Source: an optimization exercise on an open RTL-to-GDS flow (aim: small area, a short achievable clock period and few clock cycles per item). Production flows keep margins and buffers that such runs may drop. RTL that was checked went through simulation tests only; none was proved equivalent to the original.

==> inputs of trial 63 <==
Design hough_top, start of the top module:
module hough_top (
    input  logic                   clk,
    input  logic                   reset_n,
    input  logic                   start,
    output logic                   busy,
    output logic                   done,
    input  logic                   wr_en,
    input  logic [7:0]             wr_addr,
    input  logic [7:0]             wr_data,
    output logic [7:0]             num_lines,
    output logic [4*8-1:0] line_rho,
    output logic [4*8-1:0] line_theta,
    output logic [4*8-1:0] line_votes
);
clock: 12.0 ns
lec_check: 0
cap_margin: 20
core_margin: 2
core_utilization: 60
cts_cluster_diameter: 80
cts_cluster_size: 24
slew_margin: 20
synth_memory_max_bits: 65536
standard.sh (not shown) runs the stock make flow with config.mk's settings and CLKGATE_MAP_FILE= SYNTH_SCRIPT=/design/flow/synth_recipe.tcl, a recipe that flattens the netlist after the stock synthesis.
==> flow/flow/run.sh <==
#!/bin/bash
set -euo pipefail
MARGIN=${MARGIN:-8.4}
ABCP=${ABCP:-3500}
bash standard.sh SETUP_SLACK_MARGIN=$MARGIN ABC_CLOCK_PERIOD_IN_PS=$ABCP finish > flow_make.log 2>&1
==> inputs of trial 32, as changes to trial 63 <==
--- a/flow/design.v
+++ b/flow/design.v
@@ -69,27 +69,28 @@
     logic [3:0]    py;
     logic [15:0]   p_low, p_after, p_cand, p_take, p_row;
     logic          p_run, p_fetch, p_more;
     logic          pix_v;
     logic [7:0]    pix_q;
     logic [15:0]   hrem;            
     logic [3:0]    hy;
     logic [15:0]   h_above;         
+    logic          h_first;         
+    logic          h_second;        
+    logic [15:0]   hit0n;           
     logic [15:0]   hnz_q;           
     logic [255:0]  hitv;            
     logic [255:0]  hit8v;           
     logic [15:0]   hnz8_q;          
     logic [15:0]   h_row5, h_row8;
     logic [15:0]   h_low, h_after, h_cand, h_take, h_row, h_gt, h_above_nx;
     logic          h_run, h_fetch, h_more;
     logic          skip8_q;         
     logic          cv_q;            
-    logic          hv_q;            
-    logic [3:0]    ht_q;
     logic [63:0]   codes_q;
     logic          rv_q;            
     logic [5:0]    rdv_q;
     logic [3:0]    rr_q, rt_q;
     logic [63:0]   codes_d;
     logic [5:0]    rdv;
     function automatic logic [3:0] enc16(input logic [15:0] oh);
         enc16[0] = |(oh & 16'hAAAA);
@@ -147,49 +148,51 @@
         for (int i = 0; i < 32; i++) begin
             if (wq_en && (wq_addr == 5'(i))) written[i] <= 1'b1;
             else if (clr) written[i] <= 1'b0;
         end
     end
     assign h_run   = (state == S_HIT);
     assign h_low   = low16(hrem);
     assign h_after = hrem & ~h_low;
-    assign h_cand  = (skip8_q ? hnz8_q : hnz_q) & h_gt;
+    assign h_cand  = ((skip8_q ? hnz8_q : hnz_q) | {15'd0, h_first}) & h_gt;
     assign h_take  = low16(h_cand);
     assign h_gt    = h_above;
     always_comb begin
         logic seen;
         seen = 1'b0;
         for (int i = 0; i < 16; i++) begin
             h_above_nx[i] = seen;
             seen = seen || h_cand[i];
         end
     end
-    assign h_fetch = h_run && (h_after == '0) && (h_cand != '0);
+    assign h_fetch = h_run && (h_after == '0) && (h_cand != '0) && !h_second;
     always_comb begin
         h_row5 = '0;
         h_row8 = '0;
         for (int i = 0; i < 16; i++) begin
             h_row5 = h_row5 | (hitv[16*i +: 16] & {16{h_take[i]}});
             h_row8 = h_row8 | (hit8v[16*i +: 16] & {16{h_take[i]}});
         end
     end
-    assign h_row = skip8_q ? h_row8 : h_row5;
-    assign h_more = (hrem != '0) || (h_cand != '0);
+    assign h_row = h_first ? hit0n : (skip8_q ? h_row8 : h_row5);
+    assign h_more = (hrem != '0) || (h_cand != '0) || h_second;
     always_ff @(posedge clk) begin
         if (h_run && h_fetch) hy <= enc16(h_take);
     end
     always_ff @(posedge clk) begin
+        h_first  <= !h_run;
+        h_second <= h_run && h_first;
         for (int i = 0; i < 16; i++) begin
             hnz_q[i]  <= |hitv[16*i +: 16];
             hnz8_q[i] <= |hit8v[16*i +: 16];
         end
         if (!h_run) begin
             hrem    <= '0;
-            h_above <= '1;
+            h_above <= 16'h0001;
         end else if (h_fetch) begin
             hrem    <= h_row;
             h_above <= h_above_nx;
         end else begin
             hrem    <= h_after;
         end
     end
     always_ff @(posedge clk or negedge reset_n) begin
@@ -207,46 +210,40 @@
                 S_IDLE: begin
                     if (start) begin
                         busy_r   <= 1'b1;
                         state    <= S_VOTE;
                         vfirst_q <= 1'b1;
                     end
                 end
                 S_VOTE: begin
-                    if (!vfirst_q && !clr && !p_more && !pix_v && !cv_q) state <= S_HIT;
+                    if (!vfirst_q && !clr && !p_more) state <= S_HIT;
                 end
                 S_HIT: begin
-                    if (!h_more && !hv_q) begin
+                    if (!h_more) begin
                         state    <= S_IDLE;
                         busy_r   <= 1'b0;
                         done_r   <= 1'b1;
                         clr_pend <= 1'b1;
                     end
                 end
                 default: state <= S_IDLE;
             endcase
         end
     end
     assign busy = busy_r;
     assign done = done_r;
     rho_binner u_bin (.pix(pix_q), .codes(codes_d));
     always_ff @(posedge clk or negedge reset_n) begin
-        if (!reset_n) begin
-            cv_q <= 1'b0;
-            hv_q <= 1'b0;
-        end else begin
-            cv_q <= pix_v && !clr;
-            hv_q <= h_run && (hrem != '0);
-        end
+        if (!reset_n) cv_q <= 1'b0;
+        else          cv_q <= pix_v && !clr;
     end
     always_ff @(posedge clk) begin
-        ht_q <= enc16(h_low);
-        if (h_run) codes_q <= {16{hy}};          
-        else       codes_q <= codes_d;
+        if (!h_run) codes_q <= codes_d;
+        else        codes_q <= {16{h_fetch ? enc16(h_take) : hy}};
     end
     logic [256*6-1:0] cellv;        
     logic [16*6-1:0]  rd;           
     genvar t, r;
     generate
         for (t = 0; t < 16; t++) begin : g_col
             logic [3:0]  code;
             logic [15:0] sel;            
@@ -275,41 +272,48 @@
                 localparam int W = int'(CELL_W[(r*16 + t)*3 +: 3]);
                 if (W > 0) begin : g_cell
                     logic [W-1:0] q;
                     always_ff @(posedge clk) begin
                         if (wsel[r]) q <= nxt[W-1:0];
                     end
                     assign cellv[(r*16 + t)*6 +: 6] = 6'(q);
                     assign hitv[r*16 + t] = (q >= W'(5));
+                    if (r == 0) begin : g_r0
+                        assign hit0n[t] = (q >= W'(5)) ||
+                                          (cv_q && sel[0] && (q == W'(5 - 1)));
+                    end
                     if (W > 3) begin : g_8
                         assign hit8v[r*16 + t] = (q >= W'(8));
                     end else begin : g_n8
                         assign hit8v[r*16 + t] = 1'b0;
                     end
                 end else begin : g_none
                     assign cellv[(r*16 + t)*6 +: 6] = 6'd0;
                     assign hitv[r*16 + t] = 1'b0;
+                    if (r == 0) begin : g_r0
+                        assign hit0n[t] = 1'b0;
+                    end
                     assign hit8v[r*16 + t] = 1'b0;
                 end
             end
         end
     endgenerate
     always_comb begin
         rdv = '0;
-        for (int i = 0; i < 16; i++) rdv = rdv | (rd[i*6 +: 6] & {6{ht_q == 4'(i)}});
+        for (int i = 0; i < 16; i++) rdv = rdv | (rd[i*6 +: 6] & {6{h_low[i]}});
     end
     always_ff @(posedge clk or negedge reset_n) begin
         if (!reset_n) rv_q <= 1'b0;
-        else          rv_q <= hv_q;
+        else          rv_q <= h_run && (hrem != '0);
     end
     always_ff @(posedge clk) begin
         rdv_q <= rdv;
-        rr_q  <= codes_q[3:0];
-        rt_q  <= ht_q;
+        rr_q  <= hy;
+        rt_q  <= enc16(h_low);
     end
     logic [2:0]  cnt;
     logic [2:0]  cnt_out;           
     logic [15:0] s_rho;             
     logic [31:0] s_th;              
     logic [23:0] s_v;               
     logic [7:0]  new_th;
     logic [3:0]  vmin;              
==> flow/config.mk (replaced) <==
export PLATFORM = sky130hd
export DESIGN_NAME = hough_top
export DESIGN_NICKNAME = hough_top
export VERILOG_FILES = /design/flow/design.v
export SDC_FILE = /design/flow/constraint.sdc
export NUM_CORES = 4
export LEC_CHECK = 0
export ABC_AREA = 1
export CAP_MARGIN = 20
export CORE_MARGIN = 2
export CORE_UTILIZATION = 60
export CTS_CLUSTER_DIAMETER = 80
export CTS_CLUSTER_SIZE = 24
export SLEW_MARGIN = 20
export SYNTH_MEMORY_MAX_BITS = 65536
==> inputs of trial 80, as changes to trial 63 <==
--- a/flow/design.v
+++ b/flow/design.v
@@ -70,20 +70,17 @@
     logic [15:0]   p_low, p_after, p_cand, p_take, p_row;
     logic          p_run, p_fetch, p_more;
     logic          pix_v;
     logic [7:0]    pix_q;
     logic [15:0]   hrem;            
     logic [3:0]    hy;
     logic [15:0]   h_above;         
     logic [15:0]   hnz_q;           
-    logic [255:0]  hitv;            
-    logic [255:0]  hit8v;           
-    logic [15:0]   hnz8_q;          
-    logic [15:0]   h_row5, h_row8;
+    logic [255:0]  hitv;
     logic [15:0]   h_low, h_after, h_cand, h_take, h_row, h_gt, h_above_nx;
     logic          h_run, h_fetch, h_more;
     logic          skip8_q;         
     logic          cv_q;            
     logic          hv_q;            
     logic [3:0]    ht_q;
     logic [63:0]   codes_q;
     logic          rv_q;            
@@ -147,46 +144,38 @@
         for (int i = 0; i < 32; i++) begin
             if (wq_en && (wq_addr == 5'(i))) written[i] <= 1'b1;
             else if (clr) written[i] <= 1'b0;
         end
     end
     assign h_run   = (state == S_HIT);
     assign h_low   = low16(hrem);
     assign h_after = hrem & ~h_low;
-    assign h_cand  = (skip8_q ? hnz8_q : hnz_q) & h_gt;
+    assign h_cand  = hnz_q & h_gt;
     assign h_take  = low16(h_cand);
     assign h_gt    = h_above;
     always_comb begin
         logic seen;
         seen = 1'b0;
         for (int i = 0; i < 16; i++) begin
             h_above_nx[i] = seen;
             seen = seen || h_cand[i];
         end
     end
     assign h_fetch = h_run && (h_after == '0) && (h_cand != '0);
     always_comb begin
-        h_row5 = '0;
-        h_row8 = '0;
-        for (int i = 0; i < 16; i++) begin
-            h_row5 = h_row5 | (hitv[16*i +: 16] & {16{h_take[i]}});
-            h_row8 = h_row8 | (hit8v[16*i +: 16] & {16{h_take[i]}});
-        end
+        h_row = '0;
+        for (int i = 0; i < 16; i++) h_row = h_row | (hitv[16*i +: 16] & {16{h_take[i]}});
     end
-    assign h_row = skip8_q ? h_row8 : h_row5;
     assign h_more = (hrem != '0) || (h_cand != '0);
     always_ff @(posedge clk) begin
         if (h_run && h_fetch) hy <= enc16(h_take);
     end
     always_ff @(posedge clk) begin
-        for (int i = 0; i < 16; i++) begin
-            hnz_q[i]  <= |hitv[16*i +: 16];
-            hnz8_q[i] <= |hit8v[16*i +: 16];
-        end
+        for (int i = 0; i < 16; i++) hnz_q[i] <= |hitv[16*i +: 16];
         if (!h_run) begin
             hrem    <= '0;
             h_above <= '1;
         end else if (h_fetch) begin
             hrem    <= h_row;
             h_above <= h_above_nx;
         end else begin
             hrem    <= h_after;
@@ -274,26 +263,25 @@
             for (r = 0; r < 16; r++) begin : g_row
                 localparam int W = int'(CELL_W[(r*16 + t)*3 +: 3]);
                 if (W > 0) begin : g_cell
                     logic [W-1:0] q;
                     always_ff @(posedge clk) begin
                         if (wsel[r]) q <= nxt[W-1:0];
                     end
                     assign cellv[(r*16 + t)*6 +: 6] = 6'(q);
-                    assign hitv[r*16 + t] = (q >= W'(5));
-                    if (W > 3) begin : g_8
-                        assign hit8v[r*16 + t] = (q >= W'(8));
-                    end else begin : g_n8
-                        assign hit8v[r*16 + t] = 1'b0;
+                    if (W > 3) begin : g_f8
+                        assign hitv[r*16 + t] = (q >= W'(5)) &&
+                                                (!skip8_q || (q >= W'(8)));
+                    end else begin : g_nf8
+                        assign hitv[r*16 + t] = (q >= W'(5)) && !skip8_q;
                     end
                 end else begin : g_none
                     assign cellv[(r*16 + t)*6 +: 6] = 6'd0;
                     assign hitv[r*16 + t] = 1'b0;
-                    assign hit8v[r*16 + t] = 1'b0;
                 end
             end
         end
     endgenerate
     always_comb begin
         rdv = '0;
         for (int i = 0; i < 16; i++) rdv = rdv | (rd[i*6 +: 6] & {6{ht_q == 4'(i)}});
     end
==> flow/flow/run.sh (replaced) <==
#!/bin/bash
set -euo pipefail
MARGIN=${MARGIN:-8.2}
ABCP=${ABCP:-3500}
bash standard.sh SETUP_SLACK_MARGIN=$MARGIN ABC_CLOCK_PERIOD_IN_PS=$ABCP finish > flow_make.log 2>&1
==> flow/config.mk (replaced) <==
export PLATFORM = sky130hd
export DESIGN_NAME = hough_top
export DESIGN_NICKNAME = hough_top
export VERILOG_FILES = /design/flow/design.v
export SDC_FILE = /design/flow/constraint.sdc
export NUM_CORES = 4
export LEC_CHECK = 0
export ABC_AREA = 1
export CAP_MARGIN = 20
export CORE_MARGIN = 2
export CORE_UTILIZATION = 65
export CTS_CLUSTER_DIAMETER = 80
export CTS_CLUSTER_SIZE = 30
export SLEW_MARGIN = 20
export SYNTH_MEMORY_MAX_BITS = 65536
==> inputs of build 29, as changes to trial 63 <==
==> flow/config.mk (replaced) <==
export PLATFORM = sky130hd
export DESIGN_NAME = hough_top
export DESIGN_NICKNAME = hough_top
export VERILOG_FILES = /design/flow/design.v
export SDC_FILE = /design/flow/constraint.sdc
export NUM_CORES = 4
export LEC_CHECK = 0
export ABC_AREA = 1
export CAP_MARGIN = 20
export CORE_MARGIN = 2
export CORE_UTILIZATION = 60
export CTS_CLUSTER_DIAMETER = 80
export CTS_CLUSTER_SIZE = 24
export SLEW_MARGIN = 20
export SYNTH_MEMORY_MAX_BITS = 65536
==> run_results.csv <==
group,metric,value,unit
finish,nNetsFinal,8907,
yosys,synthTopCellsByArea,"edfxtp_1, dfrtp_1, nand2_1",
timing,final.setup_skew,0.0562,ns
yosys,synth_cell_type_count,86,
setup_path,rr_worst_depth,8,
grt,grt_pass1_vias,66000,
finish,n_fill_cell,9230,
die,fp.dieH,348,um
setup_path,critical_path_depth,8,
outcome,status,"no timing/DRC/antenna violations",
yosys,ys_ff_latch,1519,
-- figures above: trial 80

==> run_results.csv <==
group,metric,value,unit
die,fp.dieH,366,um
setup_path,r2r_setup_slack,8.29,ns
setup_path,rr_worst_depth,9,
setup_path,critical_path_depth,1,
outcome,status,"no timing/DRC/antenna violations",
yosys,synth_cell_type_count,78,
hold_path,hp-class,"reg2reg",
yosys,synthTopCellsByArea,"edfxtp_1, dfrtp_1, nand2_1",
yosys,ys_ff_latch,1535,
timing,final.setup_skew,0.0376,ns
setup_path,path_buf_inv,1,
cts,clock_latency,0.76,ns
place,dp.cells,10800,
finish,nNetsFinal,9356,
setup_path,reg2reg_to,"rdv_q[1]",
-- figures above: build 29

==> run_results.csv <==
group,metric,value,unit
die,num_rows,133,
finish,n_fill_cell,10800,
yosys,ys_ff_latch,1532,
finish,nNetsFinal,9629,
setup_path,rr_worst_depth,10,
grt,grt_pass1_vias,70700,
outcome,status,"no timing/DRC/antenna violations",
setup_path,critical_path_depth,1,
timing,final.setup_skew,0.0519,ns
yosys,synth_cell_type_count,85,
die,fp.dieH,367,um
yosys,synthTopCellsByArea,"edfxtp_1, dfrtp_1, nand2_1",
timing,hold_viol_final,0,
yosys,synth_area,0.0790,mm2
-- figures above: trial 32

==> run_results.csv <==
group,metric,value,unit
run,maxCapViolCount,1,
setup_path,rr_worst_depth,4,
yosys,ys_ff_latch,1535,
finish,n_fill_cell,9916,
outcome,status,"failed layout checks",
yosys,synth_cell_type_count,97,
outcome,failed_checks,"capacitance limit",
timing,final.setup_skew,0.0610,ns
yosys,synthTopCellsByArea,"edfxtp_1, dfrtp_1, dfxtp_1",
grt,grt_pass1_vias,69700,
-- figures above: trial 63

Testbench counts of trial 63, summed over its fixed seeds: cycles 5,014, frames 96.
Testbench counts of trial 32, summed over its fixed seeds: cycles 4,696, frames 96.
Testbench counts of build 29, summed over its fixed seeds: cycles 5,014, frames 96.
No functional check of the RTL was part of trial 80.

==> v14 <==
hough_top, a different RTL version from the one above (not shown whole).
clock: 12.0 ns
lec_check: 0
cap_margin: 20
core_margin: 2
core_utilization: 40
slew_margin: 20
synth_memory_max_bits: 65536
==> flow/flow/run.sh <==
#!/bin/bash
set -euo pipefail
MARGIN=${MARGIN:-8.0}
ABCP=${ABCP:-3500}
bash standard.sh SETUP_SLACK_MARGIN=$MARGIN ABC_CLOCK_PERIOD_IN_PS=$ABCP finish > flow_make.log 2>&1
==> v26: changes against v14 <==
--- a/flow/design.v
+++ b/flow/design.v
@@ -331,14 +331,14 @@
     logic          p_run, p_fetch, p_more;
     logic          pix_v;
     logic [7:0]    pix_q;
     logic [15:0]   hrem;            
     logic [3:0]    hy;
-    logic          hfirst;
+    logic [15:0]   h_above;         
     logic [15:0]   hnz_q;           
     logic [255:0]  hitv;
-    logic [15:0]   h_low, h_after, h_cand, h_take, h_row, h_gt;
+    logic [15:0]   h_low, h_after, h_cand, h_take, h_row, h_gt, h_above_nx;
     logic          h_run, h_fetch, h_more;
     logic          cv_q;            
     logic          hv_q;            
     logic [3:0]    ht_q;
     logic [63:0]   codes_q;
@@ -418,15 +418,21 @@
         end
     end
     assign h_run   = (state == S_HIT);
     assign h_low   = low16(hrem);
     assign h_after = hrem & ~h_low;
-    always_comb begin
-        for (int i = 0; i < 16; i++) h_gt[i] = hfirst || (4'(i) > hy);
-    end
     assign h_cand  = hnz_q & h_gt;
     assign h_take  = low16(h_cand);
+    assign h_gt    = h_above;
+    always_comb begin
+        logic seen;
+        seen = 1'b0;
+        for (int i = 0; i < 16; i++) begin
+            h_above_nx[i] = seen;
+            seen = seen || h_cand[i];
+        end
+    end
     assign h_fetch = h_run && (h_after == '0) && (h_cand != '0);
     always_comb begin
         h_row = '0;
         for (int i = 0; i < 16; i++) h_row = h_row | (hitv[16*i +: 16] & {16{h_take[i]}});
     end
@@ -434,21 +440,21 @@
     always_ff @(posedge clk) begin
         if (h_run && h_fetch) hy <= enc16(h_take);
     end
     always_ff @(posedge clk or negedge reset_n) begin
         if (!reset_n) begin
-            hrem   <= '0;
-            hfirst <= 1'b1;
-            hnz_q  <= '0;
+            hrem    <= '0;
+            h_above <= '1;
+            hnz_q   <= '0;
         end else begin
             for (int i = 0; i < 16; i++) hnz_q[i] <= |hitv[16*i +: 16];
             if (!h_run) begin
-                hrem   <= '0;
-                hfirst <= 1'b1;
+                hrem    <= '0;
+                h_above <= '1;
             end else if (h_fetch) begin
-                hrem   <= h_row;
-                hfirst <= 1'b0;
+                hrem    <= h_row;
+                h_above <= h_above_nx;
             end else begin
                 hrem   <= h_after;
             end
         end
     end
@@ -559,20 +565,28 @@
         rdv_q <= rdv;
         rr_q  <= codes_q[3:0];
         rt_q  <= ht_q;
     end
     logic [2:0]  cnt;
+    logic [2:0]  cnt_out;           
     logic [15:0] s_rho;             
     logic [31:0] s_th;              
     logic [23:0] s_v;               
-    logic [1:0]  min_idx;
     logic [7:0]  new_th;
+    logic [3:0]  vmin;              
+    logic [3:0]  beats;             
+    logic [3:0]  wr_slot;           
     always_comb begin
-        logic [1:0] a, b;
-        a = (s_v[6 +: 6] < s_v[0 +: 6])  ? 2'd1 : 2'd0;
-        b = (s_v[18 +: 6] < s_v[12 +: 6]) ? 2'd3 : 2'd2;
-        min_idx = (s_v[b*6 +: 6] < s_v[a*6 +: 6]) ? b : a;
+        logic [5:0] v0, v1, v2, v3;
+        v0 = s_v[0 +: 6];  v1 = s_v[6 +: 6];  v2 = s_v[12 +: 6];  v3 = s_v[18 +: 6];
+        vmin[0] = !(v1 < v0) && !(v2 < v0) && !(v3 < v0);
+        vmin[1] =  (v1 < v0) && !(v2 < v1) && !(v3 < v1);
+        vmin[2] =  (v2 < v0) &&  (v2 < v1) && !(v3 < v2);
+        vmin[3] =  (v3 < v0) &&  (v3 < v1) &&  (v3 < v2);
+        for (int i = 0; i < 4; i++) beats[i] = (rdv_q > s_v[6*i +: 6]);
+        for (int i = 0; i < 4; i++)
+            wr_slot[i] = rv_q && (cnt[2] ? (vmin[i] && beats[i]) : (cnt[1:0] == 2'(i)));
     end
     always_comb begin
         case (rt_q)
             4'd0:  new_th = 8'd0;    4'd1:  new_th = 8'd11;
             4'd2:  new_th = 8'd22;   4'd3:  new_th = 8'd33;
@@ -584,33 +598,36 @@
             4'd14: new_th = 8'd157;  default: new_th = 8'd168;
         endcase
     end
     always_ff @(posedge clk or negedge reset_n) begin
         if (!reset_n) begin
-            cnt   <= '0;
+            cnt     <= '0;
+            cnt_out <= '0;
             s_rho <= '0;
             s_th  <= '0;
             s_v   <= '0;
         end else if (vfirst_q) begin
-            cnt   <= '0;
+            cnt     <= '0;
+            cnt_out <= '0;
             s_rho <= '0;
             s_th  <= '0;
             s_v   <= '0;
-        end else if (rv_q) begin
-            if (!cnt[2]) begin
-                s_rho[cnt[1:0]*4 +: 4] <= rr_q;
-                s_th[cnt[1:0]*8 +: 8]  <= new_th;
-                s_v[cnt[1:0]*6 +: 6]   <= rdv_q;
-                cnt <= cnt + 1'b1;
-            end else if (rdv_q > s_v[min_idx*6 +: 6]) begin
-                s_rho[min_idx*4 +: 4] <= rr_q;
-                s_th[min_idx*8 +: 8]  <= new_th;
-                s_v[min_idx*6 +: 6]   <= rdv_q;
+        end else begin
+            if (rv_q && !cnt[2]) begin
+                cnt     <= cnt + 1'b1;
+                cnt_out <= cnt + 1'b1;
+            end
+            for (int i = 0; i < 4; i++) begin
+                if (wr_slot[i]) begin
+                    s_rho[4*i +: 4] <= rr_q;
+                    s_th[8*i +: 8]  <= new_th;
+                    s_v[6*i +: 6]   <= rdv_q;
+                end
             end
         end
     end
-    assign num_lines = {5'd0, cnt};
+    assign num_lines = {5'd0, cnt_out};
     generate
         for (t = 0; t < 4; t++) begin : g_out
             assign line_rho[8*t +: 8]   = {4'd0, s_rho[4*t +: 4]};
             assign line_theta[8*t +: 8] = s_th[8*t +: 8];
             assign line_votes[8*t +: 8] = {2'd0, s_v[6*t +: 6]};
==> flow/flow/run.sh (replaced) <==
#!/bin/bash
set -euo pipefail
MARGIN=${MARGIN:-8.2}
ABCP=${ABCP:-3500}
bash standard.sh SETUP_SLACK_MARGIN=$MARGIN ABC_CLOCK_PERIOD_IN_PS=$ABCP finish > flow_make.log 2>&1
CTS_CLUSTER_DIAMETER = 80   (was unset)
CTS_CLUSTER_SIZE = 30   (was unset)
==> notes <==
v26 produced a clean layout. v14 completed with no timing, DRC or antenna violations.
Of v26 and v14, v26 has the higher register-to-register slack (gap 1.4 ns).
Of v26 and v14, v14 has the higher global-route usage (gap 0.75 points).
In v26 the clock-buffer cell count is lower than in v14, by 133.
Testbench counts of v26, summed over its fixed seeds: cycles 5,523, frames 96.
Only the layout flow was run in v14; the RTL was not checked for function there.

-- afterwards: timing with drivers on the ports --
In the flow no input, the clock included, has a driving cell. The finished layouts below were timed again as built, in two steps.
Step 1 (the two cells are an assumption about what drives the block):
set clk [get_ports {clk}]
set_driving_cell -lib_cell sky130_fd_sc_hd__clkbuf_16 $clk
set_driving_cell -lib_cell sky130_fd_sc_hd__buf_2 [delete_from_list [all_inputs] $clk]
Step 2 moves the port delays by t, midway between the first and last clock arrival at a register: inputs arrive t later, outputs are due t later. That takes back most of the time a late clock gives input paths.
a / b / c = ideal ports / drivers / drivers and shift; a / b = the first two.
| run | shift t [ns] | setup slack, ns | worst data-port slew with drivers (ns) |
|---|---|---|---|
| trial 63 | 0.845 | 8.167 / 8.076 / 7.924 | 0.05 |
| trial 32 | 0.836 | 8.223 / 8.137 / 8.041 | 0.05 |
| trial 80 | 0.769 | 8.047 / 8.047 / 7.819 | 0.05 |
| build 29 | 0.827 | 8.282 / 8.197 / 7.818 | 0.05 |
| v14 | 0.932 | 6.802 / 6.802 / 6.802 | 0.05 |
| v26 | 0.881 | 8.172 / 8.124 / 7.961 | 0.05 |
The setup slack of build 29, which loses most, moves by -0.085 ns with the drivers and by -0.464 ns with both steps. The worst setup slack also covers recovery checks on asynchronous resets.
